From an optimization exercise on the open Yosys and OpenROAD flow, aimed at small area, a short achievable clock period and few clock cycles; shortcuts taken in it are not production practice. In this exercise RTL edits were held to simulation tests only and were not proved equivalent to the original. No run shown here takes its clock network from TritonCTS; it comes from the design's own scripts or RTL. The clock port is modelled as an ideal driver, which makes a skipped or thinned clock tree look cheaper than it is; a real chip needs a root buffer or a tree. Power figures rest on the tool's default switching activity, not on a simulated workload.

$ cat flow/flow/run.sh
#!/bin/bash
# The standard layout with two changes: the port buffers are buf_2 cells
# rather than the delay buffer that buffer_ports picks by default (every port
# still gets its own buffer), and the clock tree is built by cts_tree.tcl, a
# balanced two-level tree, in place of TritonCTS's three-level one. The make
# output goes to standard_flow.log here; ORFS keeps each step's log under
# orfs/logs. Timing repair fixes fanout with buffers rather than by cloning
# gates, and may resize cells across footprints.
set -euo pipefail
here=$(pwd)
bash standard.sh BUFFER_PORTS_ARGS="-buffer_cell sky130_fd_sc_hd__buf_2" \
  PRE_CTS_TCL="$here/flow/cts_tree.tcl" SKIP_GATE_CLONING=1 MATCH_CELL_FOOTPRINT=0 finish > standard_flow.log 2>&1
$ cat flow/flow/cts_tree.tcl
# Clock tree built here in place of TritonCTS, sourced by ORFS's cts.tcl as
# its PRE_CTS_TCL hook. It replaces the clock_tree_synthesis command with one
# that builds a two-level tree: the clock port drives four root buffers, one
# per quadrant of the sinks, and each root drives the leaf buffers of its
# quadrant; each leaf buffer drives a compact group of about two dozen
# flip-flops. Every flip-flop sits behind the same two buffer levels, so the
# tree is balanced by construction. cts.tcl then legalizes the new buffers and
# runs its usual timing repair.

proc my_tree_build { args } {
  set block [ord::get_db_block]
  set db [ord::get_db]
  set buf_master [$db findMaster sky130_fd_sc_hd__clkbuf_16]
  set clk_net [$block findNet rd_clk]

  # Sinks: every instance pin on the clock net
  set sinks {}
  foreach it [$clk_net getITerms] {
    set inst [$it getInst]
    set box [$inst getBBox]
    set x [expr { ([$box xMin] + [$box xMax]) / 2 }]
    set y [expr { ([$box yMin] + [$box yMax]) / 2 }]
    lappend sinks [list $x $y $it]
  }
  set n [llength $sinks]
  set ncol 8
  set nrow 6
  puts "my_tree: $n sinks, $ncol x $nrow leaf groups"

  # Columns of equal size by x, then rows of equal size by y in each column
  set sinks [lsort -integer -index 0 $sinks]
  set leaves {}
  for { set c 0 } { $c < $ncol } { incr c } {
    set lo [expr { $c * $n / $ncol }]
    set hi [expr { ($c + 1) * $n / $ncol - 1 }]
    set col [lsort -integer -index 1 [lrange $sinks $lo $hi]]
    set m [llength $col]
    for { set r 0 } { $r < $nrow } { incr r } {
      set rlo [expr { $r * $m / $nrow }]
      set rhi [expr { ($r + 1) * $m / $nrow - 1 }]
      lappend leaves [list $c $r [lrange $col $rlo $rhi]]
    }
  }

  # Root nets, one per quadrant
  set roots {}
  for { set q 0 } { $q < 4 } { incr q } {
    set rnet [odb::dbNet_create $block "my_clk_root_$q"]
    $rnet setSigType CLOCK
    set rinst [odb::dbInst_create $block $buf_master "my_clk_rootbuf_$q"]
    [$rinst findITerm A] connect $clk_net
    [$rinst findITerm X] connect $rnet
    lappend roots [list $rinst $rnet]
    set rsum($q) {0 0 0}
  }

  set k 0
  foreach leaf $leaves {
    lassign $leaf c r group
    set q [expr { ($c >= $ncol / 2 ? 1 : 0) + ($r >= $nrow / 2 ? 2 : 0) }]
    set lnet [odb::dbNet_create $block "my_clk_leaf_$k"]
    $lnet setSigType CLOCK
    set linst [odb::dbInst_create $block $buf_master "my_clk_leafbuf_$k"]
    set sx 0
    set sy 0
    foreach s $group {
      lassign $s x y it
      $it disconnect
      $it connect $lnet
      incr sx $x
      incr sy $y
    }
    set g [llength $group]
    set lx [expr { $sx / $g }]
    set ly [expr { $sy / $g }]
    $linst setLocation $lx $ly
    $linst setPlacementStatus PLACED
    [$linst findITerm A] connect [lindex [lindex $roots $q] 1]
    [$linst findITerm X] connect $lnet
    lassign $rsum($q) ax ay an
    set rsum($q) [list [expr { $ax + $lx }] [expr { $ay + $ly }] [expr { $an + 1 }]]
    incr k
  }
  for { set q 0 } { $q < 4 } { incr q } {
    lassign $rsum($q) ax ay an
    set rinst [lindex [lindex $roots $q] 0]
    $rinst setLocation [expr { $ax / $an }] [expr { $ay / $an }]
    $rinst setPlacementStatus PLACED
  }
  global_connect
  puts "my_tree: [llength $leaves] leaf buffers, 4 root buffers"
}

rename clock_tree_synthesis my_orig_clock_tree_synthesis
proc clock_tree_synthesis { args } {
  my_tree_build
}
$ cat flow/standard.sh
#!/bin/bash
# synth_recipe.tcl (not shown) runs the flow's synth.tcl, then flattens the netlist and writes it again
# the make line also repeats each setting of config.mk as NAME=value (left out here)
make -C /OpenROAD-flow-scripts/flow DESIGN_CONFIG=/design/flow/config.mk WORK_HOME=/design/flow/orfs CLKGATE_MAP_FILE= SYNTH_SCRIPT=/design/flow/synth_recipe.tcl "${@:-finish}"
$ cat flow/config.mk
export PLATFORM = sky130hd
export DESIGN_NAME = pkt_loopback_top
export DESIGN_NICKNAME = pkt_loopback_top
export VERILOG_FILES = /design/flow/design.v
export SDC_FILE = /design/flow/constraint.sdc
export NUM_CORES = 4
export LEC_CHECK = 0
export CAP_MARGIN = 20
export CORE_MARGIN = 2
export CORE_UTILIZATION = 65
export SETUP_SLACK_MARGIN = 3.05
export SLEW_MARGIN = 20
$ cat flow/constraint.sdc
create_clock -name core_clock -period 5.0 [get_ports {rd_clk}]
set_input_delay 1.0000 -clock core_clock [delete_from_list [all_inputs] [get_ports {rd_clk}]]
set_output_delay 1.0000 -clock core_clock [all_outputs]
set_load 0.01 [all_outputs]
$ cat flow/design.v
package pkt_loopback_pkg;
    typedef struct packed {
        logic                sop;
        logic                eop;
        logic [3-1:0] empty;
        logic [64-1:0]  data;
    } beat_t;
    typedef logic [$clog2(16 + 1)-1:0] beat_idx_t;
    typedef enum logic [1:0] {
        st_idle,
        st_load,
        st_send,
        st_done
    } tx_state_e;
endpackage
`timescale 1ns/1ns
module pkt_loopback_top (
    input  logic  rd_clk,
    input  logic  rd_rst_n,
    input  logic  link_up,
    input  logic  rx_valid,
    input  pkt_loopback_pkg::beat_t rx_beat,
    output logic  tx_valid,
    output pkt_loopback_pkg::beat_t tx_beat,
    input  logic  tx_ready
);
    localparam int N  = 16;          
    localparam int W  = 64 + 3 + 1;   
    localparam int P  = 4;           
    localparam int PW = 64 / P;
    logic [W-1:0] slot [N];
    logic [P-1:1] carry;             
    logic [N-1:0] v;                 
    logic [N-1:0] move;              
    logic         pop;
    logic         tv;                
    logic         next_sop;          
    logic         out_sop;
    assign pop = tv && tx_ready;
    logic [N-1:1] room;              
    logic [N:0]   empty_from;        
    logic [N-1:0] gap_at;            
    logic [N-1:0] two_from;          
    logic [N-1:0] v_stay;            
    logic [N-1:0] v_shift;           
    logic [N-1:0] v_nxt;
    logic [N-1:1] room_nxt;
    always_comb begin
        empty_from[N] = 1'b0;
        for (int i = 0; i < N; i++) begin
            empty_from[i] = !v[i] || ((i < N - 1) ? room[(i < N - 1) ? i + 1 : 1] : 1'b0);
        end
        for (int i = 0; i < N; i++) begin
            gap_at[i] = !v[i] && empty_from[i+1];
        end
        two_from[N-1] = 1'b0;
        for (int i = N - 2; i >= 0; i--) begin
            two_from[i] = two_from[i+1] || gap_at[i];
        end
        move[0] = rx_valid;
        for (int i = 1; i < N; i++) begin
            move[i] = room[i] || (v[i-1] && pop);
        end
        v_stay[0]  = rx_valid || (v[0] && !empty_from[1]);
        v_shift[0] = rx_valid;
        for (int i = 1; i < N; i++) begin
            v_stay[i]  = room[i] || (v[i] && !empty_from[i+1]);
            v_shift[i] = v[i-1];
        end
        v_nxt = pop ? v_shift : v_stay;
        room_nxt[1] = rx_valid && (two_from[0] || (pop && v[N-1] && empty_from[0]));
        for (int i = 2; i < N; i++) begin
            room_nxt[i] = v[i-2] && (two_from[i-1] || (pop && v[N-1] && empty_from[i-1]));
        end
    end
    logic [W-1:0] step [P];
    logic [P-1:0] cout;
    always_comb begin
        for (int i = 0; i < P; i++) begin
            logic         cin;
            logic [PW-1:0] part;
            cin     = (i == 0) ? 1'b1 : carry[i == 0 ? 1 : i];
            part    = slot[i][i*PW +: PW];
            step[i] = slot[i];
            step[i][i*PW +: PW] = part + PW'(cin);
            cout[i] = cin && (&part);
        end
    end
    always_ff @(posedge rd_clk) begin
        if (move[0]) begin
            slot[0] <= {rx_beat.eop,
                        rx_beat.empty & {3{rx_beat.eop}},
                        rx_beat.data};
        end
        for (int i = 1; i <= P; i++) begin
            if (move[i]) begin
                slot[i] <= step[i-1];
            end
        end
        for (int i = 1; i < P; i++) begin
            if (move[i]) begin
                carry[i] <= cout[i-1];
            end
        end
        for (int i = P + 1; i < N - 1; i++) begin
            if (move[i]) begin
                slot[i] <= slot[i-1];
            end
        end
    end
    logic keep_top;
    assign keep_top = v[N-1] && !pop;
    always_ff @(posedge rd_clk) begin
        slot[N-1] <= (slot[N-2] & {W{move[N-1]}}) | (slot[N-1] & {W{keep_top}});
        out_sop   <= (next_sop & move[N-1]) | (out_sop & keep_top);
    end
    always_ff @(posedge rd_clk or negedge rd_rst_n) begin
        if (!rd_rst_n) begin
            v        <= '0;
            room     <= '0;
            tv       <= 1'b0;
            next_sop <= 1'b1;
        end else begin
            v        <= v_nxt;
            room     <= room_nxt;
            if (move[N-1]) begin
                next_sop <= slot[N-2][W-1];
            end
            tv       <= v_nxt[N-1] && link_up;
        end
    end
    always_ff @(posedge rd_clk) begin
        tx_valid <= v_nxt[N-1] && link_up;
    end
    assign tx_beat = {out_sop, slot[N-1]};
endmodule
==> run summary, run 1 <==
Buf+Inv Stages, Crit Path 1; largest area contributor in the synthesized netlist edfxtp_1; Post-Synth Simple-Gate Area between 2 and 2.5%; Slew Limit Headroom 45.5%; Mapped Avg Cell Area 23.3 um2; Worst R2R Setup Slack 3.22 ns; Area contributors post-synth edfxtp_1 86%, dfxtp_1 3.9%, dfrtp_1 2.2%, a22o_1 1.7%, xnor2_1 0.88%; Die H 238 um; critical path required time 4.00 ns; pwr/cell area roughly 630 nW/um2; async set or reset register ratio after synthesis 2.93%; Worst-Margin Slew 0.817 ns; most frequent cell after synthesis edfxtp_1; Max rail drop VDD 423 uV; Min Clock Period, post-route 1.93 ns; LEAKAGE 14.1 nW; Fmax 0.517 GHz; pins over their slew limit 0; row count 85; Post-synth EDFFs 1023; via count 12327; DIE AREA ~57000 um2; final non-filler cell total 2462; Synth Area in XOR/XNOR approximately 1.4%; Arrival @ worst endpoint between 0.9 and 1 ns; distinct cell type count after synthesis 50; #FFs+latches synth 1126; area grow syn2layout 11.9%; detailed-route vias per instance 5.01; Commonest cells post-synth 1023 x edfxtp_1, 70 x dfxtp_1, 69 x a22o_1, 41 x nand2_1, 36 x xnor2_1; RSZ-0062 raised after global routing false; port bufs roughly 140; ANT cells 0; critical path class flip-flop to primary output; Avg WL per Cell 15.2 um; Syn Std Cell Area 35600 um2; Detailed Place HPWL roughly 20000 um; Die W 238 um; largest net degree at the start of global routing 47; cell count after synthesis approximately 1500; Initial Util 66.0%; Synth top area share 86.2%; drt pass-1 iters 5; largest family of logic cells by synthesized area compound AO/OA/AOI/OAI gates; CP Capture Type primary output; Final ANT Viol Nets 0; Post-CTS Hold Fix Bufs 0; CP peak stage delay 0.36 ns; Placed Cells 2345; Final GP Congestion roughly 0.71; outcome complete, no violations; final setup fails 0; Synthesized Nets 1608; GR Util All Layers 13.4%; Remaining DRCs 0; sequential area share after synthesis 92.5%; worst min path class flip-flop to flip-flop; clock skew between 0.015 and 0.02 ns; Setup TNS 0 ns; initial antenna violation count 0; clock slew at reported path FFs 0.08 ns; Final period util between 30% and 40%; Critical-path top delay cell dfxtp_1; mux contribution to synthesized area less than 1%; Synth Area in Compound Gates 2.91%; share of cells above drive strength 1 18.1%; ys flop type edfxtp_1; global-route wire length before repair 60800 um; Yosys warnings 3; fraction of the mapped netlist area in adder cells less than 1%; total gr overflow 0; worst skew pair latency 0.42 ns; core area 54000 um2; Crit path max-delay family flip-flops; num ports 144; CP max FO 2; DRT iter0 DRCs roughly 430; final WL 37400 um; Cell Chain, Critical Path buf_2; fin nets 1849; max cap viols 0; Final Hold Vio Count 0; vias in the first global route about 12000; crit start category flip-flop
==> registers in the layout, summed over array words and instances (netlist names) <==
| name | cells |
|---|---|
| out_sop | 1 |
| carry | 3 |
| next_sop | 1 |
| tx_valid | 1 |
| slot | 1088 |
| tv | 1 |
| room | 15 |
| v | 16 |
==> what timing repair did <==
item                                    4_1_cts  5_1_grt
pin swaps                                     6        0
setup buffers                                65        0
endpoints found under the setup margin     1113       17
hold endpoints to repair                      0        0
resized for setup                            46        8
==> layer usage <==
layer	part of all wire (%)	vias to the layer above	global-route usage (%)
met3	4.4	62	1.78
met5	0	-	0
met2	52	253	24.8
li1	-	6402	-
met1	41	5610	17.1
met4	2.6	0	3.22
==> kinds of logic after synthesis <==
group,Yosys count
AO/OA/AOI/OAI,133
flip-flops,1126
AND/OR/NAND/NOR,167
XOR/XNOR,56
adder cells (fa/ha/maj),7
buffers and inverters,37
multiplexers,1
==> cells in the final DEF, fill, tap and decap left out, types with 14 or more instances in the layout <==
cell,synthesis,final
buf_2,12,139
buf_12,0,46
nand2_1,41,22
dfxtp_1,70,65
a22o_1,69,69
clkbuf_16,1,52
nand3_1,26,26
dfrtp_1,32,32
edfxtp_1,1023,1023
xor2_1,20,20
nor2_1,23,23
o21ai_0,20,17
inv_1,14,14
xnor2_1,36,36
==> worst paths after layout <==
kind / startpoint / endpoint / depth (start not counted)
max in group asynchronous: rd_rst_n / room[15] / 1
min in group asynchronous: rd_rst_n / v[1] / 1
max reg2reg: v[12] / room[8] / 4
min: slot[2][58] / slot[3][58] / 0
max: slot[15][62] / tx_beat[62] / 1
min reg2reg: slot[2][58] / slot[3][58] / 0
==> stage by stage <==
step                worst slack, ns  total power, mW  instance area [um2]  hold slack (ns)  util [%]
finish                         3.07             25.3                39900            0.414      73.8
detailed placement             2.13             20.2                37300            0.405      69.1
global placement               2.21             19.9                37300            0.403      69.1
global route                   3.05             26.5                39900            0.423      73.8
CTS                            2.80             24.9                39900            0.405      73.8
floorplan                      2.67             19.1                35900            0.400         -
==> report_power, final <==
part / total (mW) / internal, mW / switching (mW)
logic: 4.02 / 1.61 / 2.41
registers: 17.1 / 15.9 / 1.17
clock network: 4.16 / 1.85 / 2.31
total: 25.3 / 19.4 / 5.88
==> final cells by class <==
type,instances,area (um2)
Tap cell,696,871
Multi-Input combinational cell,364,2760
Inverter,14,52.6
Timing Repair Buffer,210,1940
Fill cell,2974,14100
Buffer,52,1300
Sequential cell,1126,33000
Testbench counts, summed over its fixed seeds: cycles 4,916.
==> inputs of run 2 (changes only) <==
--- a/flow/design.v
+++ b/flow/design.v
@@ -73,6 +73,17 @@
             room_nxt[i] = v[i-2] && (two_from[i-1] || (pop && v[N-1] && empty_from[i-1]));
         end
     end
+    logic         skip;
+    logic [N-1:0] v_fin;
+    logic [N-1:1] room_fin;
+    always_comb begin
+        skip  = v[N-3] && !v[N-2] && (pop || !v[N-1]);
+        v_fin = v_nxt;
+        v_fin[N-1] = v_nxt[N-1] || skip;
+        v_fin[N-2] = v_nxt[N-2] && !skip;
+        room_fin = room_nxt;
+        room_fin[N-1] = room_nxt[N-1] && !skip;
+    end
     logic [W-1:0] step [P];
     logic [P-1:0] cout;
     always_comb begin
@@ -111,8 +122,9 @@
     logic keep_top;
     assign keep_top = v[N-1] && !pop;
     always_ff @(posedge rd_clk) begin
-        slot[N-1] <= (slot[N-2] & {W{move[N-1]}}) | (slot[N-1] & {W{keep_top}});
-        out_sop   <= (next_sop & move[N-1]) | (out_sop & keep_top);
+        slot[N-1] <= (slot[N-2] & {W{move[N-1]}}) | (slot[N-3] & {W{skip}}) |
+                     (slot[N-1] & {W{keep_top}});
+        out_sop   <= (next_sop & (move[N-1] || skip)) | (out_sop & keep_top);
     end
     always_ff @(posedge rd_clk or negedge rd_rst_n) begin
         if (!rd_rst_n) begin
@@ -121,16 +133,19 @@
             tv       <= 1'b0;
             next_sop <= 1'b1;
         end else begin
-            v        <= v_nxt;
-            room     <= room_nxt;
+            v        <= v_fin;
+            room     <= room_fin;
             if (move[N-1]) begin
                 next_sop <= slot[N-2][W-1];
             end
-            tv       <= v_nxt[N-1] && link_up;
+            if (skip) begin
+                next_sop <= slot[N-3][W-1];
+            end
+            tv       <= v_fin[N-1] && link_up;
         end
     end
     always_ff @(posedge rd_clk) begin
-        tx_valid <= v_nxt[N-1] && link_up;
+        tx_valid <= v_fin[N-1] && link_up;
     end
     assign tx_beat = {out_sop, slot[N-1]};
 endmodule
==> run summary, run 2 <==
Critical-path top delay cell dfxtp_1 (unchanged); distinct cell type count after synthesis 44 (was 50); GR Util All Layers 15.3% (was 13.4%); largest net degree at the start of global routing 39 (was 47); Syn Std Cell Area 36000 um2 (was 35600 um2); fin nets 1934 (was 1849); Crit path max-delay family flip-flops (unchanged); DIE AREA 57300 um2 (was 56700 um2); Avg WL per Cell 16.8 um (was 15.2 um); outcome complete, no violations (unchanged); LEAKAGE 14.5 nW (was 14.1 nW); WHS Path Cells 0 (unchanged); final setup fails 0 (unchanged); cell count after synthesis 1611 (was 1527); final WL 42900 um (was 37400 um); CP max FO 2 (unchanged); Min Clock Period, post-route 1.93 ns (about the same); most common cell after layout, fill and taps aside edfxtp_1 (unchanged); total gr overflow 0 (unchanged); Arrival @ worst endpoint 0.93 ns (about the same); CP Capture Type primary output (unchanged); #FFs+latches synth 1126 (unchanged); met3 wire length 2340 um (was 1650 um); vias in the first global route 12964 (was 11795); Critical Path Start slot[15][11] (was slot[15][62]); CP peak stage delay 0.37 ns (was 0.36 ns); clock slew at reported path FFs 0.09 ns (was 0.08 ns); row count 86 (was 85); Cell Chain, Critical Path buf_2 (unchanged); Die H 239 um (was 238 um); fraction of the mapped netlist area in adder cells 0.243% (was 0.246%); Final ANT Viol Nets 0 (unchanged); Worst-Margin Slew 0.837 ns (was 0.817 ns); Mapped Avg Cell Area 22.3 um2 (was 23.3 um2); Worst Hold Path EP slot[12][66] (was slot[3][58]); commonest cells after routing, fill and taps aside 1023 x edfxtp_1, 140 x buf_2, 83 x inv_1 (was 1023 x edfxtp_1, 139 x buf_2, 69 x a22o_1); initial antenna violation count 0 (unchanged); RR Startpoint v[12] (unchanged); Buf+Inv Stages, Crit Path 1 (unchanged); Synth top area share 85.4% (was 86.2%); worst min path class flip-flop to flip-flop (unchanged); Post-Synth Simple-Gate Area 2.55% (was 2.46%); critical path required time 4.00 ns (about the same); Hold Slack 0.412 ns (was 0.414 ns); Setup TNS 0 ns (unchanged); clock skew 0.0150 ns (was 0.0189 ns); Remaining DRCs 0 (unchanged); Final Hold Vio Count 0 (unchanged); pwr/cell area 628 nW/um2 (was 634 nW/um2); Synth Area in Compound Gates 3.01% (was 2.91%); Area contributors post-synth edfxtp_1 85%, dfxtp_1 3.9%, dfrtp_1 2.2%, a222oi_1 1.9%, xnor2_1 0.90% (was edfxtp_1 86%, dfxtp_1 3.9%, dfrtp_1 2.2%, a22o_1 1.7%, xnor2_1 0.88%); max cap viols 0 (unchanged); Slew Limit Headroom 44.2% (was 45.5%); DRT iter0 DRCs 909 (was 434); most frequent cell after synthesis edfxtp_1 (unchanged); drt pass-1 iters 6 (was 5); met2 WL 22300 um (was 19500 um); Synthesized Nets 1692 (was 1608); FF-to-FF End room[1] (was room[8]); met1 WL 17200 um (was 15300 um); Synth Area in XOR/XNOR 1.38% (about the same); detailed-route vias per instance 5.22 (was 5.01); crit start category flip-flop (unchanged); Yosys warnings 3 (unchanged); num ports 144 (unchanged); core area 54900 um2 (was 54000 um2); Fmax 0.518 GHz (was 0.517 GHz); share of cells above drive strength 1 17.2% (was 18.1%); Worst R2R Setup Slack 3.08 ns (was 3.22 ns); mux contribution to synthesized area 0.0278% (was 0.0316%); Initial Util 65.6% (was 66.0%); Power Total 25.3 mW (about the same); async set or reset register ratio after synthesis 2.93% (unchanged); Final period util 38.6% (was 38.7%); final core occ 73.5% (was 73.8%); pins over their slew limit 0 (unchanged); Post-CTS Hold Fix Bufs 0 (unchanged); Final GP Congestion 0.717 (was 0.706); Hold Startpoint slot[11][66] (was slot[2][58]); DR top layer met4 (unchanged); Post-synth EDFFs 1023 (unchanged); Most flops, register slot (unchanged); worst skew pair latency 0.42 ns (about the same); Top Registers slot (1088), v (16), room (15) (unchanged); global-route wire length before repair 69100 um (was 60800 um); largest family of logic cells by synthesized area compound AO/OA/AOI/OAI gates (unchanged); Commonest cells post-synth 1023 x edfxtp_1, 83 x inv_1, 70 x dfxtp_1, 67 x a222oi_1, 40 x nand2_1 (was 1023 x edfxtp_1, 70 x dfxtp_1, 69 x a22o_1, 41 x nand2_1, 36 x xnor2_1); ANT cells 0 (unchanged); area grow syn2layout 12.1% (was 11.9%); # fillers 3147 (was 2974); largest area contributor in the synthesized netlist edfxtp_1 (unchanged); R2R cell count 4 (unchanged); via count 13328 (was 12327); max reg flops 1088 (unchanged); Max rail drop VDD 391 uV (was 423 uV); Die W 239 um (was 238 um); Detailed Place HPWL 22400 um (was 20200 um); sequential area share after synthesis 91.6% (was 92.5%); RSZ-0062 raised after global routing false (unchanged); port bufs 142 (unchanged); ys flop type edfxtp_1 (unchanged); critical path class flip-flop to primary output (unchanged)
-- run 2: cell types whose count changed in the layout (fill, tap and decap cells not counted), moves of 10 or more --
cell and delta:
inv_1 +69, buf_12 +10, nor2b_1 +10, nand2_1 +10, a22o_1 -68, a222oi_1 +67
-- run 2: layout make-up --
class	instances	area [um2]	share of cell area (%)
inverters	83	312	0.772
plain buffers	52	1300	3.22
well taps	704	881	2.18
multi-input cells	371	2810	6.97
flip-flops and latches	1126	33000	81.7
repair buffers	219	2090	5.17
-- run 2: what timing repair did --
item,4_1_cts,5_1_grt
gates cloned,0,0
setup endpoints to repair,1083,20
gates resized for setup,57,14
pin swaps,24,0
setup buffers,73,0
-- run 2: logic make-up after synthesis --
kind of cell / after synthesis
xor gates and xnor gates: 56
buffers and inverters: 114
adders and majority gates: 7
muxes: 1
and+or+nand+nor: 174
DFF: 1126
AOI/OAI and AO/OA: 133
-- run 2: how the worst max path moves through the flow --
| stage | cells after the start | slack, ns | to |
|---|---|---|---|
| after detailed placement | 6 | 1.95 | slot[15][58] |
| after global placement | 6 | 2.05 | slot[15][48] |
| final | 1 | 3.07 | tx_beat[11] |
| after floorplan | 5 | 2.66 | slot[12][0] |
| after global routing | 4 | 2.97 | room[1] |
| after CTS | 7 | 2.74 | slot[15][31] |
-- run 2: power breakdown --
part,internal [mW],switching [mW],leakage [nW]
Clock,1.85,2.36,0.641
Combinational,1.58,2.48,2.90
Sequential,15.8,1.25,11.0
Total,19.3,6.08,14.5
-- run 2: layer usage --
metal  track usage [%]  vias up
li1                  -     6721
met1              20.2     6223
met2              27.8      321
met3              2.05       63
met4              3.18        0
met5                 0        -
-- run 2: through the flow --
stage	worst slack, ns	area [um2]	cells
3_5_place_dp	1.95	37600	2430
4_1_cts	2.74	40300	2555
2_1_floorplan	2.66	36200	1611
3_3_place_gp	2.05	37600	2430
6_report	3.07	40400	2555
5_1_grt	2.97	40400	2555
Testbench counts of run 2, summed over its fixed seeds: cycles 4,821.
==> inputs of run 3 (changes only) <==
--- a/flow/config.mk
+++ b/flow/config.mk
@@ -8,5 +8,5 @@
 export CAP_MARGIN = 20
 export CORE_MARGIN = 2
 export CORE_UTILIZATION = 65
-export SETUP_SLACK_MARGIN = 3.05
+export SETUP_SLACK_MARGIN = 3.0
 export SLEW_MARGIN = 20
==> run summary, run 3 <==
Post-synth EDFFs 1023 (unchanged); initial antenna violation count 0 (unchanged); detailed-route vias per instance 5.26 (was 5.22); largest area contributor in the synthesized netlist edfxtp_1 (unchanged); Worst-Margin Slew 0.849 ns (was 0.837 ns); Hold Slack 0.408 ns (was 0.412 ns); Multi-input gate area 2830 um2 (was 2810 um2); async set or reset register ratio after synthesis 2.93% (unchanged); RR Startpoint v[12] (unchanged); GR Util All Layers 15.6% (was 15.3%); Commonest cells post-synth 1023 x edfxtp_1, 83 x inv_1, 70 x dfxtp_1, 67 x a222oi_1, 40 x nand2_1 (unchanged); max cap viols 0 (unchanged); ANT cells 0 (unchanged); Max rail drop VDD 345 uV (was 391 uV); area grow syn2layout 12.7% (was 12.1%); Mapped Avg Cell Area 22.3 um2 (unchanged); CP Capture Type primary output (unchanged); clock skew 0.0197 ns (was 0.0150 ns); Initial Util 65.6% (unchanged); Syn Std Cell Area 36000 um2 (unchanged); Synthesized Nets 1692 (unchanged); final setup fails 0 (unchanged); crit start category flip-flop (unchanged); Post-CTS Hold Fix Bufs 0 (unchanged); Yosys warnings 3 (unchanged); Final period util 39.3% (was 38.6%); vias in the first global route 13077 (was 12964); largest net degree at the start of global routing 39 (unchanged); CP peak stage delay 0.39 ns (was 0.37 ns); LEAKAGE 14.7 nW (was 14.5 nW); total gr overflow 0 (unchanged); Cell Chain, Critical Path buf_2 (unchanged); Final GP Congestion 0.722 (was 0.717); Buf+Inv Stages, Crit Path 1 (unchanged); row count 86 (unchanged); clock slew at reported path FFs 0.09 ns (about the same); cell count after synthesis 1611 (unchanged); mux contribution to synthesized area 0.0278% (unchanged); final non-filler cell total 2568 (was 2555); Hold Startpoint slot[1][10] (was slot[11][66]); Synth top area share 85.4% (unchanged); Synth Area in XOR/XNOR 1.38% (unchanged); Top Registers slot (1088), v (16), room (15) (unchanged); most common cell after layout, fill and taps aside edfxtp_1 (unchanged); port bufs 142 (unchanged); critical path required time 4.00 ns (about the same); fin nets 1947 (was 1934); DIE AREA 57300 um2 (unchanged); Critical-path top delay cell dfxtp_1 (unchanged); Slew Limit Headroom 43.4% (was 44.2%); max reg flops 1088 (unchanged); fraction of the mapped netlist area in adder cells 0.243% (unchanged); worst skew pair latency 0.42 ns (about the same); Arrival @ worst endpoint 0.97 ns (was 0.93 ns); Fmax 0.509 GHz (was 0.518 GHz); sequential area share after synthesis 91.6% (unchanged); via count 13506 (was 13328); final core occ 73.9% (was 73.5%); drt pass-1 iters 5 (was 6); pins over their slew limit 0 (unchanged); largest family of logic cells by synthesized area compound AO/OA/AOI/OAI gates (unchanged); Post-Synth Simple-Gate Area 2.55% (unchanged); Most flops, register slot (unchanged); critical path class flip-flop to primary output (unchanged); Critical Path Start slot[15][16] (was slot[15][11]); Avg WL per Cell 17.2 um (was 16.8 um); worst min path class flip-flop to flip-flop (unchanged); Final Hold Vio Count 0 (unchanged); pwr/cell area 631 nW/um2 (was 628 nW/um2); Min Clock Period, post-route 1.97 ns (was 1.93 ns); Die W 239 um (unchanged); global-route wire length before repair 69900 um (was 69100 um); Placed Cells 2430 (unchanged); Crit path max-delay family flip-flops (unchanged); commonest cells after routing, fill and taps aside 1023 x edfxtp_1, 140 x buf_2, 83 x inv_1 (unchanged); num ports 144 (unchanged); Synth Area in Compound Gates 3.01% (unchanged); #FFs+latches synth 1126 (unchanged); Setup TNS 0 ns (unchanged); Detailed Place HPWL 22800 um (was 22400 um); Final ANT Viol Nets 0 (unchanged); Worst R2R Setup Slack 3.06 ns (was 3.08 ns); # fillers 3128 (was 3147); core area 54900 um2 (unchanged); Remaining DRCs 0 (unchanged); sequential cell area 32900 um2 (was 33000 um2); distinct cell type count after synthesis 44 (unchanged); outcome complete, no violations (unchanged); Die H 239 um (unchanged); share of cells above drive strength 1 17.4% (was 17.2%); RSZ-0062 raised after global routing false (unchanged); final WL 44100 um (was 42900 um); most frequent cell after synthesis edfxtp_1 (unchanged); CP max FO 2 (unchanged); DRT iter0 DRCs 737 (was 909); Area contributors post-synth edfxtp_1 85%, dfxtp_1 3.9%, dfrtp_1 2.2%, a222oi_1 1.9%, xnor2_1 0.90% (unchanged); ys flop type edfxtp_1 (unchanged)
run 3: cell type report:
| type | instances | share of cell area, % |
|---|---|---|
| inverter | 83 | 0.768 |
| sequential | 1126 | 81.2 |
| timing repair buffer | 232 | 5.65 |
| multi-input combinational | 371 | 6.97 |
| tap | 704 | 2.17 |
| buffer | 52 | 3.21 |
run 3: cell families after synthesis:
kind of cell	count (synthesis)
mux	1
fa+ha+maj	7
xor+xnor	56
compound gates	133
simple gates	174
flops	1126
buf+inv	114
run 3: routing by layer:
layer  vias to the layer above  wire (um)  global-route usage [%]
li1                       6742          -                       -
met1                      6346      17400                    20.1
met5                         -          0                       0
met2                       348      23200                    28.5
met3                        70       2100                    1.71
met4                         0       1400                    4.43
run 3: report_power, final:
group	switching, mW	internal, mW
clock	2.35	1.85
combinational	2.55	1.74
sequential	1.28	15.8
run 3: path summary, 6_finish.rpt:
check / endpoint / cells after the start
min reg2reg: slot[2][10] / 0
min in group asynchronous: room[1] / 1
max: tx_beat[16] / 1
max in group asynchronous: room[8] / 1
max reg2reg: room[2] / 4
min: slot[2][10] / 0
run 3: repair_timing:
action                      CTS  global route
setup buffers                86             0
gates cloned                  0             0
gates resized for setup      70             3
setup endpoints to repair  1074             4
pin swaps                    18             0
run 3: metrics by stage:
stage                     cell area (um2)  power [mW]  setup slack, ns
after global routing                40600        26.8             3.00
final                               40600        25.6             3.03
after global placement              37600        19.9             2.08
after detailed placement            37600        20.2             2.03
after CTS                           40500        25.1             2.74
after floorplan                     36200        18.9             2.66
==> inputs of run 4 (changes only) <==
--- a/flow/config.mk
+++ b/flow/config.mk
@@ -8,5 +8,5 @@
 export CAP_MARGIN = 20
 export CORE_MARGIN = 2
 export CORE_UTILIZATION = 65
-export SETUP_SLACK_MARGIN = 3.0
+export SETUP_SLACK_MARGIN = 3.1
 export SLEW_MARGIN = 20
==> run summary, run 4 <==
CP peak stage delay 0.27 ns (was 0.39 ns); initial antenna violation count 0 (unchanged); Power Total 27.3 mW (was 25.6 mW); Post-Synth Simple-Gate Area 2.55% (unchanged); Initial Util 65.6% (unchanged); outcome complete, no violations (unchanged); LEAKAGE 15.4 nW (was 14.7 nW); ANT cells 0 (unchanged); via count 14121 (was 13506); commonest cells after routing, fill and taps aside 1023 x edfxtp_1, 102 x buf_12, 83 x inv_1 (was 1023 x edfxtp_1, 140 x buf_2, 83 x inv_1); met2 WL 29700 um (was 23200 um); Synth Area in XOR/XNOR 1.38% (unchanged); Post-synth EDFFs 1023 (unchanged); max cap viols 0 (unchanged); Final GP Congestion 0.717 (was 0.722); distinct cell type count after synthesis 44 (unchanged); Most flops, register slot (unchanged); WHS Path Cells 0 (unchanged); port bufs 142 (unchanged); Final Hold Vio Count 0 (unchanged); critical path required time 5.30 ns (was 4.00 ns); most common cell after layout, fill and taps aside edfxtp_1 (unchanged); final setup fails 0 (unchanged); DIE AREA 57300 um2 (unchanged); cell count after synthesis 1611 (unchanged); Commonest cells post-synth 1023 x edfxtp_1, 83 x inv_1, 70 x dfxtp_1, 67 x a222oi_1, 40 x nand2_1 (unchanged); Critical-path top delay cell a222oi_1 (was dfxtp_1); Synthesized Nets 1692 (unchanged); Slew Limit Headroom 42.6% (was 43.4%); clock skew 0.0300 ns (was 0.0197 ns); DR top layer met4 (unchanged); Die W 239 um (unchanged); share of cells above drive strength 1 24.8% (was 17.4%); DRT iter0 DRCs 952 (was 737); GR Util All Layers 18.6% (was 15.6%); max reg flops 1088 (unchanged); #FFs+latches synth 1126 (unchanged); most frequent cell after synthesis edfxtp_1 (unchanged); Area contributors post-synth edfxtp_1 85%, dfxtp_1 3.9%, dfrtp_1 2.2%, a222oi_1 1.9%, xnor2_1 0.90% (unchanged); total number of cells along the worst setup path 8 (was 1); Syn Std Cell Area 36000 um2 (unchanged); row count 86 (unchanged); Fmax 0.506 GHz (was 0.509 GHz); Synth Area in Compound Gates 3.01% (unchanged); clock slew at reported path FFs 0.09 ns (about the same); RSZ-0062 raised after global routing true (was false); Min Clock Period, post-route 1.98 ns (was 1.97 ns); Detailed Place HPWL 22300 um (was 22800 um); Buf+Inv Stages, Crit Path 5 (was 1); Top Registers slot (1088), v (16), room (15) (unchanged); Arrival @ worst endpoint 2.28 ns (was 0.97 ns); Crit path max-delay family buffers and inverters (was flip-flops); Final ANT Viol Nets 0 (unchanged); vias in the first global route 13865 (was 13077); largest family of logic cells by synthesized area compound AO/OA/AOI/OAI gates (unchanged); Synth top area share 85.4% (unchanged); Cell Chain, Critical Path buf_8 -> and2_4 -> buf_6 -> a21o_4 -> buf_12 -> buf_12 -> a222oi_1 -> inv_1 (was buf_2); Remaining DRCs 0 (unchanged); core area 54900 um2 (unchanged); Die H 239 um (unchanged); met3 wire length 2250 um (was 2100 um); fin nets 2031 (was 1947); Worst-Margin Slew 0.861 ns (was 0.849 ns); area grow syn2layout 17.6% (was 12.7%); largest area contributor in the synthesized netlist edfxtp_1 (unchanged); Max rail drop VDD 385 uV (was 345 uV); met1 WL 19300 um (was 17400 um); worst skew pair latency 0.43 ns (was 0.42 ns); dominant cell type by count on the critical path buf_12; Final period util 39.6% (was 39.3%); Mapped Avg Cell Area 22.3 um2 (unchanged); mux contribution to synthesized area 0.0278% (unchanged); critical path class primary input to flip-flop (was flip-flop to primary output); num ports 144 (unchanged); fraction of the mapped netlist area in adder cells 0.243% (unchanged); worst min path class flip-flop to flip-flop (unchanged); pins over their slew limit 0 (unchanged); largest net degree at the start of global routing 71 (was 39); sequential area share after synthesis 91.6% (unchanged); CP Capture Type flip-flop (was primary output); crit start category primary input (was flip-flop); total gr overflow 0 (unchanged); detailed-route vias per instance 5.32 (was 5.26); Yosys warnings 3 (unchanged); pwr/cell area 645 nW/um2 (was 631 nW/um2); ys flop type edfxtp_1 (unchanged); Setup TNS 0 ns (unchanged); final core occ 77.1% (was 73.9%); async set or reset register ratio after synthesis 2.93% (unchanged); final WL 52500 um (was 44100 um); global-route wire length before repair 80400 um (was 69900 um); drt pass-1 iters 8 (was 5); R2R cell count 4 (unchanged); CP max FO 17 (was 2); Avg WL per Cell 19.8 um (was 17.2 um)
==> run 4: cell counts after synthesis <==
No cell type changed its count.
==> run 4: final cells by class <==
cell class,instances,area [um2]
inverters,83,312
repair buffers,316,3900
well taps,704,881
multi-input cells,371,2900
plain buffers,52,1300
flip-flops and latches,1126,33000
fillers,2824,12500
==> run 4: final timing paths <==
path                              from            to  slack [ns]
min                        slot[7][23]   slot[8][23]        0.40
min in group asynchronous     rd_rst_n       room[2]        0.67
max                           tx_ready  slot[15][52]        3.02
min reg2reg                slot[7][23]   slot[8][23]        0.40
max in group asynchronous     rd_rst_n            tv        3.78
max reg2reg                      v[13]       room[6]        3.10
==> run 4: where the power goes <==
| group | internal (mW) | switching, mW |
|---|---|---|
| registers | 15.9 | 1.45 |
| logic | 2.73 | 2.99 |
| clock network | 1.85 | 2.41 |
==> run 4: per-stage QoR <==
stage,worst slack (ns),hold slack (ns),area [um2],std cells
after floorplan,2.66,0.400,36200,1611
after global placement,2.05,0.405,37600,2430
after detailed placement,1.95,0.405,37600,2430
after CTS,2.64,0.405,41700,2640
after global routing,2.94,0.424,42300,2652
final,3.02,0.404,42300,2652
==> run 4: what timing repair did <==
action                                   CTS  global route
endpoints found under the setup margin  1088           500
pin swaps                                 10             9
hold buffers                               0             0
resized for setup                        156           149
buffers inserted                         158            12
==> run 4: cell families after synthesis <==
kind of cell | count (synthesis)
buf+inv | 114
compound gates | 133
mux | 1
flops | 1126
xor+xnor | 56
fa+ha+maj | 7
simple gates | 174
==> run 4: metal layers <==
metal / track usage [%] / vias up
met5: 0 / -
met4: 4.02 / 0
met3: 1.88 / 73
met2: 36.2 / 356
met1: 22.5 / 6774
li1: - / 6918
==> run 4: worst register-to-register path, stage by stage, from the launching register on <==
cell	delay, ns
dfrtp_1	0.62
a21o_1	0.24
o221ai_2	0.26
nor2_1	0.42
a31oi_1	0.20
==> inputs of run 5 (changes only) <==
--- a/flow/config.mk
+++ b/flow/config.mk
@@ -8,5 +8,5 @@
 export CAP_MARGIN = 20
 export CORE_MARGIN = 2
 export CORE_UTILIZATION = 65
-export SETUP_SLACK_MARGIN = 3.1
+export SETUP_SLACK_MARGIN = 3.07
 export SLEW_MARGIN = 20
==> run summary, run 5 <==
outcome complete, no violations (unchanged); Final ANT Viol Nets 0 (unchanged); DR top layer met4 (unchanged); post-route cell area 40400 um2 (was 42300 um2); critical path required time 4.00 ns (was 5.30 ns); detailed-route vias per instance 5.20 (was 5.32); met2 WL 22300 um (was 29700 um); critical path class flip-flop to primary output (was primary input to flip-flop); Buf+Inv Stages, Crit Path 1 (was 5); Arrival @ worst endpoint 0.91 ns (was 2.28 ns); Cell Chain, Critical Path buf_2 (was buf_8 -> and2_4 -> buf_6 -> a21o_4 -> buf_12 -> buf_12 -> a222oi_1 -> inv_1); crit start category flip-flop (was primary input); core area 54900 um2 (unchanged); Post-synth EDFFs 1023 (unchanged); Area contributors post-synth edfxtp_1 85%, dfxtp_1 3.9%, dfrtp_1 2.2%, a222oi_1 1.9%, xnor2_1 0.90% (unchanged); fin nets 1934 (was 2031); port bufs 142 (unchanged); initial antenna violation count 0 (unchanged); Avg WL per Cell 16.8 um (was 19.8 um); Remaining DRCs 0 (unchanged); share of cells above drive strength 1 18.7% (was 24.8%); CP Capture Type primary output (was flip-flop); GR Util All Layers 15.3% (was 18.6%); LEAKAGE 14.6 nW (was 15.4 nW); #FFs+latches synth 1126 (unchanged); Fmax 0.524 GHz (was 0.506 GHz); pins over their slew limit 0 (unchanged); final WL 42900 um (was 52500 um); dpl cell area 37600 um2 (unchanged); Worst-Margin Slew 0.836 ns (was 0.861 ns); Detailed Place HPWL 22400 um (was 22300 um); via count 13298 (was 14121); clock slew at reported path FFs 0.09 ns (about the same); Setup TNS 0 ns (unchanged); cell count after synthesis 1611 (unchanged); ys flop type edfxtp_1 (unchanged); Die H 239 um (unchanged); Synth top area share 85.4% (unchanged); Final GP Congestion 0.717 (about the same); row count 86 (unchanged); Slew Limit Headroom 44.3% (was 42.6%); ANT cells 0 (unchanged); DRT iter0 DRCs 925 (was 952); worst min path class flip-flop to flip-flop (unchanged); met1 WL 17400 um (was 19300 um); CP max FO 2 (was 17); Hold Slack 0.412 ns (was 0.404 ns); final setup fails 0 (unchanged); num ports 144 (unchanged); Max rail drop VDD 392 uV (was 385 uV); Yosys warnings 3 (unchanged); global-route wire length before repair 69100 um (was 80400 um); Synthesized Nets 1692 (unchanged); max reg flops 1088 (unchanged); sequential area share after synthesis 91.6% (unchanged); most common cell after layout, fill and taps aside edfxtp_1 (unchanged); drt pass-1 iters 5 (was 8); pwr/cell area 628 nW/um2 (was 645 nW/um2); most frequent cell after synthesis edfxtp_1 (unchanged); Top Registers slot (1088), v (16), room (15) (unchanged); RSZ-0062 raised after global routing true (unchanged); Commonest cells post-synth 1023 x edfxtp_1, 83 x inv_1, 70 x dfxtp_1, 67 x a222oi_1, 40 x nand2_1 (unchanged); clock skew 0.0148 ns (was 0.0300 ns); Mapped Avg Cell Area 22.3 um2 (unchanged); Crit path max-delay family flip-flops (was buffers and inverters); total gr overflow 0 (unchanged); Final period util 38.2% (was 39.6%); area grow syn2layout 12.3% (was 17.6%); largest area contributor in the synthesized netlist edfxtp_1 (unchanged); final core occ 73.6% (was 77.1%); Most flops, register slot (unchanged); distinct cell type count after synthesis 44 (unchanged); met3 wire length 2200 um (was 2250 um); async set or reset register ratio after synthesis 2.93% (unchanged); Final WS setup 3.09 ns (was 3.02 ns); Initial Util 65.6% (unchanged); max cap viols 0 (unchanged); DIE AREA 57300 um2 (unchanged); Die W 239 um (unchanged); largest net degree at the start of global routing 39 (was 71); Critical-path top delay cell dfxtp_1 (was a222oi_1); worst skew pair latency 0.42 ns (was 0.43 ns); commonest cells after routing, fill and taps aside 1023 x edfxtp_1, 136 x buf_2, 83 x inv_1 (was 1023 x edfxtp_1, 102 x buf_12, 83 x inv_1); pre-CTS setup slack 1.95 ns (about the same); CP peak stage delay 0.35 ns (was 0.27 ns); Syn Std Cell Area 36000 um2 (unchanged); Final Hold Vio Count 0 (unchanged); Min Clock Period, post-route 1.91 ns (was 1.98 ns); vias in the first global route 12960 (was 13865)
==> run 5: cell count changes in the layout (fill, tap and decap cells not counted), sizes merged <==
cell	previous run	this run
clkbuf	56	53
buf	312	218
==> run 5: power by group <==
group          switching (mW)  total, mW  internal (mW)
Sequential               1.25       17.1           15.8
Clock                    2.36       4.21           1.85
Combinational            2.48       4.07           1.59
==> run 5: final timing paths <==
path	cells past startpoint	to	from	slack [ns]
max in group asynchronous	1	v[12]	rd_rst_n	3.79
min in group asynchronous	1	room[1]	rd_rst_n	0.67
hold reg to reg	0	slot[12][66]	slot[11][66]	0.41
setup / recovery	1	tx_beat[64]	slot[15][64]	3.09
setup reg to reg	4	room[1]	v[12]	3.10
hold / removal	0	slot[12][66]	slot[11][66]	0.41
==> run 5: final cells by class <==
class / instances / area [um2]
Fill cell: 3133 / 14500
Inverter: 83 / 312
Timing Repair Buffer: 219 / 2110
Sequential cell: 1126 / 33000
Multi-Input combinational cell: 371 / 2810
Buffer: 52 / 1300
Tap cell: 704 / 881
==> run 5: kinds of logic (layout without fill, tap and decap cells) <==
| logic type | after synthesis | after routing | share of synthesized area (%) |
|---|---|---|---|
| compound gates | 133 | 133 | 3.01 |
| xor+xnor | 56 | 56 | 1.38 |
| fa+ha+maj | 7 | 7 | 0.243 |
| buf+inv | 114 | 354 | 1.22 |
| flops | 1126 | 1126 | 91.6 |
| mux | 1 | 1 | 0.0278 |
| simple gates | 174 | 174 | 2.55 |
==> run 5: repair_timing <==
item / 4_1_cts / 5_1_grt
gates resized for setup: 58 / 46
endpoints found under the setup margin: 1086 / 51
hold buffers: 0 / 0
buffers inserted: 73 / 0
pin swaps: 24 / 0
==> run 5: routing by layer <==
| layer | global-route usage (%) | up-vias |
|---|---|---|
| met5 | 0 | - |
| met4 | 3.18 | 0 |
| met3 | 2.05 | 65 |
| met2 | 27.8 | 296 |
| met1 | 20.2 | 6220 |
| li1 | - | 6717 |
==> run 5: metrics by stage <==
stage / std cells / power [mW]
after floorplan: 1611 / 19.0
after global placement: 2430 / 19.9
after detailed placement: 2430 / 20.2
after CTS: 2555 / 24.9
after global routing: 2555 / 26.6
final: 2555 / 25.4
==> inputs of run 6 (changes only) <==
--- a/flow/config.mk
+++ b/flow/config.mk
@@ -8,5 +8,5 @@
 export CAP_MARGIN = 20
 export CORE_MARGIN = 2
 export CORE_UTILIZATION = 65
-export SETUP_SLACK_MARGIN = 3.07
+export SETUP_SLACK_MARGIN = 3.03
 export SLEW_MARGIN = 20
==> run summary, run 6 <==
Fmax 0.519 GHz (was 0.524 GHz); RSZ-0062 raised after global routing false (was true); ANT cells 0 (unchanged); fin nets 1943 (was 1934); clock skew 0.0323 ns (was 0.0148 ns); Final ANT Viol Nets 0 (unchanged); Commonest cells post-synth 1023 x edfxtp_1, 83 x inv_1, 70 x dfxtp_1, 67 x a222oi_1, 40 x nand2_1 (unchanged); pins over their slew limit 0 (unchanged); area grow syn2layout 12.6% (was 12.3%); distinct cell type count after synthesis 44 (unchanged); Setup TNS 0 ns (unchanged); Critical Path Start slot[15][18] (was slot[15][64]); Remaining DRCs 0 (unchanged); detailed-route vias per instance 5.21 (was 5.20); max reg flops 1088 (unchanged); global-route wire length before repair 69700 um (was 69100 um); most common cell after layout, fill and taps aside edfxtp_1 (unchanged); via count 13351 (was 13298); Final GP Congestion 0.721 (was 0.717); Final Hold Vio Count 0 (unchanged); cell count after synthesis 1611 (unchanged); Initial Util 65.6% (unchanged); Buf+Inv Stages, Crit Path 1 (unchanged); Die W 239 um (unchanged); Top Registers slot (1088), v (16), room (15) (unchanged); worst min path class flip-flop to flip-flop (unchanged); switching pwr 6.14 mW (was 6.09 mW); GR Util All Layers 15.5% (was 15.3%); core area 54900 um2 (unchanged); final WL 43400 um (was 42900 um); drt pass-1 iters 9 (was 5); ys flop type edfxtp_1 (unchanged); Slew Limit Headroom 45.9% (was 44.3%); LEAKAGE 14.6 nW (about the same); largest area contributor in the synthesized netlist edfxtp_1 (unchanged); total gr overflow 0 (unchanged); final setup fails 0 (unchanged); initial antenna violation count 0 (unchanged); RR Startpoint v[9] (was v[12]); clock slew at reported path FFs 0.10 ns (was 0.09 ns); final non-filler cell total 2564 (was 2555); Comb power frac 16.4% (was 16.0%); CP max FO 2 (unchanged); pre-CTS setup slack 1.98 ns (was 1.95 ns); Critical-path top delay cell dfxtp_2 (was dfxtp_1); # fillers 3119 (was 3133); Final period util 38.5% (was 38.2%); post-route cell area 40500 um2 (was 40400 um2); pwr/cell area 630 nW/um2 (was 628 nW/um2); Arrival @ worst endpoint 0.93 ns (was 0.91 ns); largest net degree at the start of global routing 71 (was 39); Seq pwr share 67.0% (was 67.4%); Worst-Margin Slew 0.812 ns (was 0.836 ns); clock share of power 16.5% (was 16.6%); dpl cell area 37600 um2 (unchanged); Placed Cells 2430 (unchanged); Area contributors post-synth edfxtp_1 85%, dfxtp_1 3.9%, dfrtp_1 2.2%, a222oi_1 1.9%, xnor2_1 0.90% (unchanged); Cell Chain, Critical Path buf_2 (unchanged); Max rail drop VDD 432 uV (was 392 uV); DRT iter0 DRCs 755 (was 925); CP Capture Type primary output (unchanged); commonest cells after routing, fill and taps aside 1023 x edfxtp_1, 140 x buf_2, 83 x inv_1 (was 1023 x edfxtp_1, 136 x buf_2, 83 x inv_1); CP peak stage delay 0.36 ns (was 0.35 ns); critical path required time 4.00 ns (about the same); row count 86 (unchanged); #FFs+latches synth 1126 (unchanged); crit start category flip-flop (unchanged); Syn Std Cell Area 36000 um2 (unchanged); Post-CTS Hold Fix Bufs 0 (unchanged); num ports 144 (unchanged); Synth top area share 85.4% (unchanged); final core occ 73.8% (was 73.6%); critical path class flip-flop to primary output (unchanged); Post-synth EDFFs 1023 (unchanged); Avg WL per Cell 16.9 um (was 16.8 um); worst skew pair latency 0.44 ns (was 0.42 ns); switching part of the total power 24.1% (was 24.0%); Crit path max-delay family flip-flops (unchanged); outcome complete, no violations (unchanged); max cap viols 0 (unchanged); vias in the first global route 12994 (was 12960); Most flops, register slot (unchanged); Internal 19.4 mW (was 19.3 mW); async set or reset register ratio after synthesis 2.93% (unchanged); share of cells above drive strength 1 17.6% (was 18.7%); Hold Startpoint slot[11][13] (was slot[11][66]); Mapped Avg Cell Area 22.3 um2 (unchanged); most frequent cell after synthesis edfxtp_1 (unchanged); sequential area share after synthesis 91.6% (unchanged); port bufs 142 (unchanged); DIE AREA 57300 um2 (unchanged); Hold Slack 0.411 ns (was 0.412 ns); Detailed Place HPWL 22300 um (was 22400 um); Die H 239 um (unchanged); Yosys warnings 3 (unchanged); Synthesized Nets 1692 (unchanged); Power Total 25.5 mW (was 25.4 mW); Final WS setup 3.07 ns (was 3.09 ns); Min Clock Period, post-route 1.93 ns (was 1.91 ns)
==> run 6: cell counts after synthesis <==
Identical to the previous run, type by type.
==> run 6: kinds of logic after synthesis <==
logic type                 synth area share (%)
DFF                                        91.6
and+or+nand+nor                            2.55
AOI/OAI and AO/OA                          3.01
buffers and inverters                      1.22
xor gates and xnor gates                   1.38
adders and majority gates                 0.243
muxes                                    0.0278
==> run 6: timing repair <==
action	4_1_cts	5_1_grt
resized for setup	71	11
pin swaps	16	1
cloned	0	0
setup buffers	81	1
endpoints found under the setup margin	1073	17
==> run 6: layer usage <==
metal	vias to the layer above	share of wire (%)	wire length, um	GRT usage (%)
li1	6747	-	-	-
met4	0	2.8	1210	3.77
met2	338	52	22700	28.6
met1	6206	40	17200	19.7
met5	-	0	0	0
met3	60	5.2	2250	2.11
==> run 6: worst paths after layout <==
| kind | end | slack (ns) | cells after the start |
|---|---|---|---|
| worst min-delay path | slot[12][13] | 0.41 | 0 |
| worst min register to register | slot[12][13] | 0.41 | 0 |
| worst max register to register | room[2] | 3.14 | 5 |
| worst max-delay path | tx_beat[18] | 3.07 | 1 |
| min in group asynchronous | room[1] | 0.65 | 1 |
| max in group asynchronous | v[12] | 3.83 | 1 |
==> run 6: cell type report <==
cell class	instances	area [um2]	area share [%]
Inverter	83	312	0.769
Sequential cell	1126	33000	81.4
Buffer	52	1300	3.21
Timing Repair Buffer	228	2230	5.52
Multi-Input combinational cell	371	2830	6.97
Tap cell	704	881	2.17
==> run 6: power groups by stage <==
stage | Sequential [mW] | Combinational, mW | Clock (mW)
2_1_floorplan | 16.9 | 2.02 | 0
3_3_place_gp | 17.2 | 2.69 | 0
3_5_place_dp | 17.4 | 2.81 | 0
4_1_cts | 17.3 | 4.24 | 3.46
5_1_grt | 17.6 | 4.59 | 4.62
6_report | 17.1 | 4.19 | 4.22
==> run 6: worst reg2reg max path, cell delays in order (launching register included) <==
cell	delay [ns]
dfrtp_1	0.47
nor2b_1	0.21
a211oi_1	0.56
nor4_2	0.11
buf_4	0.18
a31oi_1	0.23
==> inputs of run 7 (changes only) <==
--- a/flow/config.mk
+++ b/flow/config.mk
@@ -7,6 +7,6 @@
 export LEC_CHECK = 0
 export CAP_MARGIN = 20
 export CORE_MARGIN = 2
-export CORE_UTILIZATION = 65
-export SETUP_SLACK_MARGIN = 3.03
+export CORE_UTILIZATION = 62
+export SETUP_SLACK_MARGIN = 3.05
 export SLEW_MARGIN = 20
==> run summary, run 7 <==
clock skew 0.0253 ns (was 0.0323 ns); drt pass-1 iters 6 (was 9); initial antenna violation count 0 (unchanged); pins over their slew limit 0 (unchanged); fin nets 2010 (was 1943); CP peak stage delay 0.16 ns (was 0.36 ns); # fillers 3399 (was 3119); sequential cell area 33000 um2 (about the same); Most flops, register slot (unchanged); Avg WL per Cell 17.6 um (was 16.9 um); Final Hold Vio Count 0 (unchanged); post-route cell area 41700 um2 (was 40500 um2); Post-synth EDFFs 1023 (unchanged); num ports 144 (unchanged); dominant cell type by count on the critical path buf_12; Arrival @ worst endpoint 2.09 ns (was 0.93 ns); Critical-path top delay cell and2_4 (was dfxtp_2); area grow syn2layout 16.0% (was 12.6%); Multi-input gate area 2870 um2 (was 2830 um2); Slew Limit Headroom 44.4% (was 45.9%); Final GP Congestion 0.698 (was 0.721); Mapped Avg Cell Area 22.3 um2 (unchanged); Crit path max-delay family buffers and inverters (was flip-flops); total gr overflow 0 (unchanged); detailed-route vias per instance 5.06 (was 5.21); R2R cell count 8 (was 5); vias in the first global route 13347 (was 12994); via count 13615 (was 13351); sequential area share after synthesis 91.6% (unchanged); final WL 47400 um (was 43400 um); total number of cells along the worst setup path 9 (was 1); max cap viols 0 (unchanged); largest area contributor in the synthesized netlist edfxtp_1 (unchanged); final setup fails 0 (unchanged); global-route wire length before repair 75100 um (was 69700 um); Hold Slack 0.412 ns (was 0.411 ns); port bufs 142 (unchanged); worst min path class flip-flop to flip-flop (unchanged); CP max FO 9 (was 2); ys flop type edfxtp_1 (unchanged); largest net degree at the start of global routing 71 (unchanged); Yosys warnings 3 (unchanged); row count 88 (was 86); Area contributors post-synth edfxtp_1 85%, dfxtp_1 3.9%, dfrtp_1 2.2%, a222oi_1 1.9%, xnor2_1 0.90% (unchanged); share of cells above drive strength 1 21.3% (was 17.6%); GR Util All Layers 16.2% (was 15.5%); Detailed Place HPWL 21700 um (was 22300 um); cell count after synthesis 1611 (unchanged); Commonest cells post-synth 1023 x edfxtp_1, 83 x inv_1, 70 x dfxtp_1, 67 x a222oi_1, 40 x nand2_1 (unchanged); worst skew pair latency 0.43 ns (was 0.44 ns); ANT cells 0 (unchanged); DIE AREA 60000 um2 (was 57300 um2); Top Registers slot (1088), v (16), room (15) (unchanged); async set or reset register ratio after synthesis 2.93% (unchanged); dpl cell area 37700 um2 (was 37600 um2); critical path class primary input to flip-flop (was flip-flop to primary output); Synth top area share 85.4% (unchanged); Syn Std Cell Area 36000 um2 (unchanged); distinct cell type count after synthesis 44 (unchanged); Final period util 39.1% (was 38.5%); Fmax 0.512 GHz (was 0.519 GHz); RSZ-0062 raised after global routing true (was false); #FFs+latches synth 1126 (unchanged); DRT iter0 DRCs 727 (was 755); LEAKAGE 15.2 nW (was 14.6 nW); crit start category primary input (was flip-flop); most frequent cell after synthesis edfxtp_1 (unchanged); CP Capture Type flip-flop (was primary output); Buf+Inv Stages, Crit Path 6 (was 1); Synthesized Nets 1692 (unchanged); Final ANT Viol Nets 0 (unchanged); outcome complete, no violations (unchanged); max reg flops 1088 (unchanged); Worst-Margin Slew 0.835 ns (was 0.812 ns); Initial Util 62.5% (was 65.6%); WHS Path Cells 0 (unchanged); commonest cells after routing, fill and taps aside 1023 x edfxtp_1, 140 x buf_2, 103 x buf_12 (was 1023 x edfxtp_1, 140 x buf_2, 83 x inv_1); Die H 245 um (was 239 um); Die W 245 um (was 239 um); Max rail drop VDD 437 uV (was 432 uV); pwr/cell area 638 nW/um2 (was 630 nW/um2); most common cell after layout, fill and taps aside edfxtp_1 (unchanged); Cell Chain, Critical Path buf_8 -> and2_4 -> buf_12 -> buf_12 -> buf_6 -> nand2_4 -> nand2b_4 -> buf_12 -> buf_12 (was buf_2); core area 57600 um2 (was 54900 um2); critical path required time 5.13 ns (was 4.00 ns); Remaining DRCs 0 (unchanged); Setup TNS 0 ns (unchanged); clock slew at reported path FFs 0.08 ns (was 0.10 ns); Min Clock Period, post-route 1.95 ns (was 1.93 ns)
-- run 7: metal layers --
metal / GRT usage [%] / vias to the layer above / wire (um) / share of wire [%]
li1: - / 6873 / - / -
met5: 0 / - / 0 / 0
met1: 19.9 / 6344 / 18200 / 38
met3: 1.98 / 71 / 2030 / 4.3
met2: 30.2 / 327 / 25600 / 54
met4: 5.18 / 0 / 1640 / 3.5
-- run 7: worst reg2reg max path, cell delays in order, from the launching register on --
cell	delay (ns)
dfrtp_1	0.49
and2_4	0.23
buf_12	0.13
buf_12	0.16
buf_6	0.13
nand2_4	0.05
nand2b_4	0.13
buf_12	0.12
buf_12	0.12
-- run 7: cells by family (layout without fill, tap and decap cells) --
logic type / count (synthesis) / count (layout) / share of synthesized area [%]
muxes: 1 / 1 / 0.0278
AOI/OAI and AO/OA: 133 / 133 / 3.01
adders and majority gates: 7 / 7 / 0.243
DFF: 1126 / 1126 / 91.6
xor gates and xnor gates: 56 / 56 / 1.38
buffers and inverters: 114 / 430 / 1.22
and+or+nand+nor: 174 / 174 / 2.55
-- run 7: stage by stage --
stage          power [mW]  util (%)  setup slack, ns  cells
2_1_floorplan        19.0         -             2.66   1611
3_3_place_gp         20.0      65.5             1.97   2491
3_5_place_dp         20.1      65.5             1.92   2491
4_1_cts              26.1      72.3             2.64   2688
5_1_grt              28.0      72.5             2.98   2692
6_report             26.6      72.5             3.05   2692
-- run 7: worst paths after layout --
path                                  start      endpoint  slack [ns]
worst min-delay path            slot[9][54]  slot[10][54]        0.41
worst min register to register  slot[9][54]  slot[10][54]        0.41
min in group asynchronous          rd_rst_n       room[1]        0.67
max in group asynchronous          rd_rst_n       room[8]        3.80
worst max-delay path               tx_ready   slot[3][45]        3.05
worst max register to register           tv   slot[3][45]        3.14
-- run 7: power by group --
group / switching [mW] / internal [mW] / total [mW]
logic: 2.84 / 2.47 / 5.31
clock network: 2.34 / 1.85 / 4.19
registers: 1.28 / 15.8 / 17.1
-- run 7: area by class of cell --
cell class	count	share of cell area, %
Timing Repair Buffer	295	7.95
Multi-Input combinational cell	371	6.88
Sequential cell	1126	79.0
Tap cell	765	2.29
Buffer	52	3.12
Inverter	83	0.747
-- run 7: repair_timing --
action,CTS,global route
setup endpoints to repair,1081,204
setup buffers,145,4
hold buffers,0,0
pin swaps,12,6
endpoints found under the hold margin,0,0
resized for setup,153,27
==> inputs of run 8 (changes only) <==
--- a/flow/config.mk
+++ b/flow/config.mk
@@ -7,6 +7,6 @@
 export LEC_CHECK = 0
 export CAP_MARGIN = 20
 export CORE_MARGIN = 2
-export CORE_UTILIZATION = 62
+export CORE_UTILIZATION = 68
 export SETUP_SLACK_MARGIN = 3.05
 export SLEW_MARGIN = 20
==> run summary, run 8 <==
final setup fails 0 (unchanged); RSZ-0062 raised after global routing true (unchanged); num ports 144 (unchanged); max reg flops 1088 (unchanged); Slew Limit Headroom 45.7% (was 44.4%); pwr/cell area 644 nW/um2 (was 638 nW/um2); worst skew pair latency 0.43 ns (about the same); Yosys warnings 3 (unchanged); Worst-Margin Slew 0.815 ns (was 0.835 ns); ys flop type edfxtp_1 (unchanged); Synthesized Nets 1692 (unchanged); Final Hold Vio Count 0 (unchanged); largest area contributor in the synthesized netlist edfxtp_1 (unchanged); Detailed Place HPWL 23600 um (was 21700 um); Initial Util 68.6% (was 62.5%); Max rail drop VDD 406 uV (was 437 uV); Setup TNS 0 ns (unchanged); drt pass-1 iters 8 (was 6); Min Clock Period, post-route 1.98 ns (was 1.95 ns); fin nets 1976 (was 2010); cell count after synthesis 1611 (unchanged); critical path class primary input to flip-flop (unchanged); Die H 234 um (was 245 um); crit start category primary input (unchanged); area grow syn2layout 14.2% (was 16.0%); Commonest cells post-synth 1023 x edfxtp_1, 83 x inv_1, 70 x dfxtp_1, 67 x a222oi_1, 40 x nand2_1 (unchanged); Area contributors post-synth edfxtp_1 85%, dfxtp_1 3.9%, dfrtp_1 2.2%, a222oi_1 1.9%, xnor2_1 0.90% (unchanged); port bufs 142 (unchanged); Remaining DRCs 0 (unchanged); global-route wire length before repair 79400 um (was 75100 um); via count 14130 (was 13615); GR Util All Layers 19.1% (was 16.2%); clock slew at reported path FFs 0.10 ns (was 0.08 ns); initial antenna violation count 1 (was 0); CP max FO 34 (was 9); row count 84 (was 88); Final GP Congestion 0.745 (was 0.698); LEAKAGE 14.9 nW (was 15.2 nW); critical path required time 5.12 ns (was 5.13 ns); Fmax 0.505 GHz (was 0.512 GHz); Post-synth EDFFs 1023 (unchanged); # fillers 2585 (was 3399); vias in the first global route 14044 (was 13347); busiest grt layer met2 (unchanged); async set or reset register ratio after synthesis 2.93% (unchanged); Most flops, register slot (unchanged); most frequent cell after synthesis edfxtp_1 (unchanged); share of cells above drive strength 1 20.3% (was 21.3%); largest net degree at the start of global routing 70 (was 71); Power Total 26.5 mW (was 26.6 mW); DIE AREA 54800 um2 (was 60000 um2); ANT cells 0 (unchanged); Die W 234 um (was 245 um); sequential area share after synthesis 91.6% (unchanged); grt met3 use 1.85% (was 1.98%); total gr overflow 0 (unchanged); pins over their slew limit 0 (unchanged); worst min path class flip-flop to flip-flop (unchanged); Arrival @ worst endpoint 2.10 ns (was 2.09 ns); Final ANT Viol Nets 0 (unchanged); DRT iter0 DRCs 1090 (was 727); clock skew 0.0187 ns (was 0.0253 ns); commonest cells after routing, fill and taps aside 1023 x edfxtp_1, 139 x buf_2, 83 x inv_1 (was 1023 x edfxtp_1, 140 x buf_2, 103 x buf_12); Top Registers slot (1088), v (16), room (15) (unchanged); Mapped Avg Cell Area 22.3 um2 (unchanged); core area 52400 um2 (was 57600 um2); Avg WL per Cell 20.0 um (was 17.6 um); CP Capture Type flip-flop (unchanged); #FFs+latches synth 1126 (unchanged); max cap viols 0 (unchanged); distinct cell type count after synthesis 44 (unchanged); Post-CTS Hold Fix Bufs 0 (unchanged); outcome complete, no violations (unchanged); most common cell after layout, fill and taps aside edfxtp_1 (unchanged); GR met1 Demand/Resource 24.8% (was 19.9%); Synth top area share 85.4% (unchanged); Global Route met2 Usage 33.9% (was 30.2%); Syn Std Cell Area 36000 um2 (unchanged); detailed-route vias per instance 5.47 (was 5.06); Final period util 39.6% (was 39.1%); final WL 51600 um (was 47400 um)
run 8: changes by cell type in the layout (fill, tap and decap cells not counted), moves of 2 or more:
cell     delta
dfxtp_1     -2
buf_4      -10
buf_8       -2
o21ai_2     +4
buf_12     -24
o21ai_0     -3
buf_6       +4
dfxtp_2     +2
run 8: cell families after synthesis:
group,share of synthesized area [%]
and+or+nand+nor,2.55
DFF,91.6
xor gates and xnor gates,1.38
muxes,0.0278
AOI/OAI and AO/OA,3.01
buffers and inverters,1.22
adders and majority gates,0.243
run 8: layer usage:
| layer | part of all wire, % | wire (um) |
|---|---|---|
| met5 | 0 | 0 |
| met3 | 4.1 | 2120 |
| met2 | 53 | 27100 |
| met4 | 4.6 | 2360 |
| met1 | 39 | 20000 |
run 8: report_power, final:
group	internal (mW)	switching [mW]	total (mW)
sequential	15.8	1.45	17.3
combinational	2.05	2.80	4.85
clock	1.86	2.45	4.30
total	19.8	6.70	26.5
run 8: timing repair:
action                     4_1_cts  5_1_grt
pin swaps                       15        0
setup buffers                  114        0
resized for setup              129       26
setup endpoints to repair     1110       79
run 8: per-stage QoR:
stage          instance area, um2  setup slack, ns  utilization [%]  cells  hold WS, ns
4_1_cts                     41000             2.67             78.2   2581        0.405
3_5_place_dp                37600             2.11             71.8   2415        0.405
6_report                    41100             3.02             78.3   2581        0.402
3_3_place_gp                37600             2.15             71.7   2414        0.403
5_1_grt                     41100             2.97             78.3   2581        0.415
2_1_floorplan               36200             2.66                -   1611        0.400
run 8: critical path: stages:
cell	delay, ns
buf_8	0.09
and2_4	0.18
buf_6	0.14
buf_8	0.16
nand2_2	0.09
nand2b_4	0.10
buf_4	0.13
buf_12	0.19
run 8: final timing paths:
path / cells past startpoint / slack, ns / to / start
min in group asynchronous: 1 / 0.66 / v[1] / rd_rst_n
min reg2reg: 0 / 0.40 / slot[10][6] / slot[9][6]
max in group asynchronous: 1 / 3.82 / room[10] / rd_rst_n
max: 8 / 3.02 / slot[2][25] / tx_ready
max reg2reg: 4 / 3.07 / room[2] / v[12]
min: 0 / 0.40 / slot[10][6] / slot[9][6]
run 8: final cells by class:
cell class                      count  area [um2]  share of cell area [%]
Buffer                             52        1300                    3.17
Inverter                           83         312                   0.758
Tap cell                          688         861                    2.10
Sequential cell                  1126       33000                    80.3
Multi-Input combinational cell    371        2890                    7.02
Timing Repair Buffer              261        2750                    6.69

-- static timing again, ports no longer ideal --
How much do the figures lean on ideal ports? The routed layouts below were timed once more, with nothing changed but the port constraints.
Step 1 (the two cells are an assumption about what drives the block):
set clk [get_ports {rd_clk}]
set_driving_cell -lib_cell sky130_fd_sc_hd__clkbuf_16 $clk
set_driving_cell -lib_cell sky130_fd_sc_hd__buf_2 [delete_from_list [all_inputs] $clk]
Step 2, shift: input delay + t, output delay - t, t = (earliest + latest rising clock arrival at the registers) / 2. This alone moves slack from input paths to output paths.
Three values: ideal, step 1, step 2; two values: the first two.
| run | t (ns) | setup slack, ns | worst setup path at the end |
|---|---|---|---|
| run 1 | 0.526 | 3.066 / 2.952 / 2.750 | input to register |
| run 2 | 0.528 | 3.071 / 2.956 / 2.660 | input to register |
| run 3 | 0.532 | 3.033 / 2.913 / 2.646 | input to register |
| run 4 | 0.522 | 3.022 / 2.984 / 2.563 | input to register |
| run 5 | 0.528 | 3.090 / 2.975 / 2.659 | input to register |
| run 6 | 0.536 | 3.073 / 2.955 / 2.645 | input to register |
| run 7 | 0.534 | 3.047 / 2.946 / 2.583 | input to register |
| run 8 | 0.526 | 3.021 / 2.971 / 2.555 | input to register |
After both steps every run listed still meets setup and hold. For run 8, which loses most, drivers alone change the setup slack by -0.050 ns; drivers and shift together by -0.466 ns.
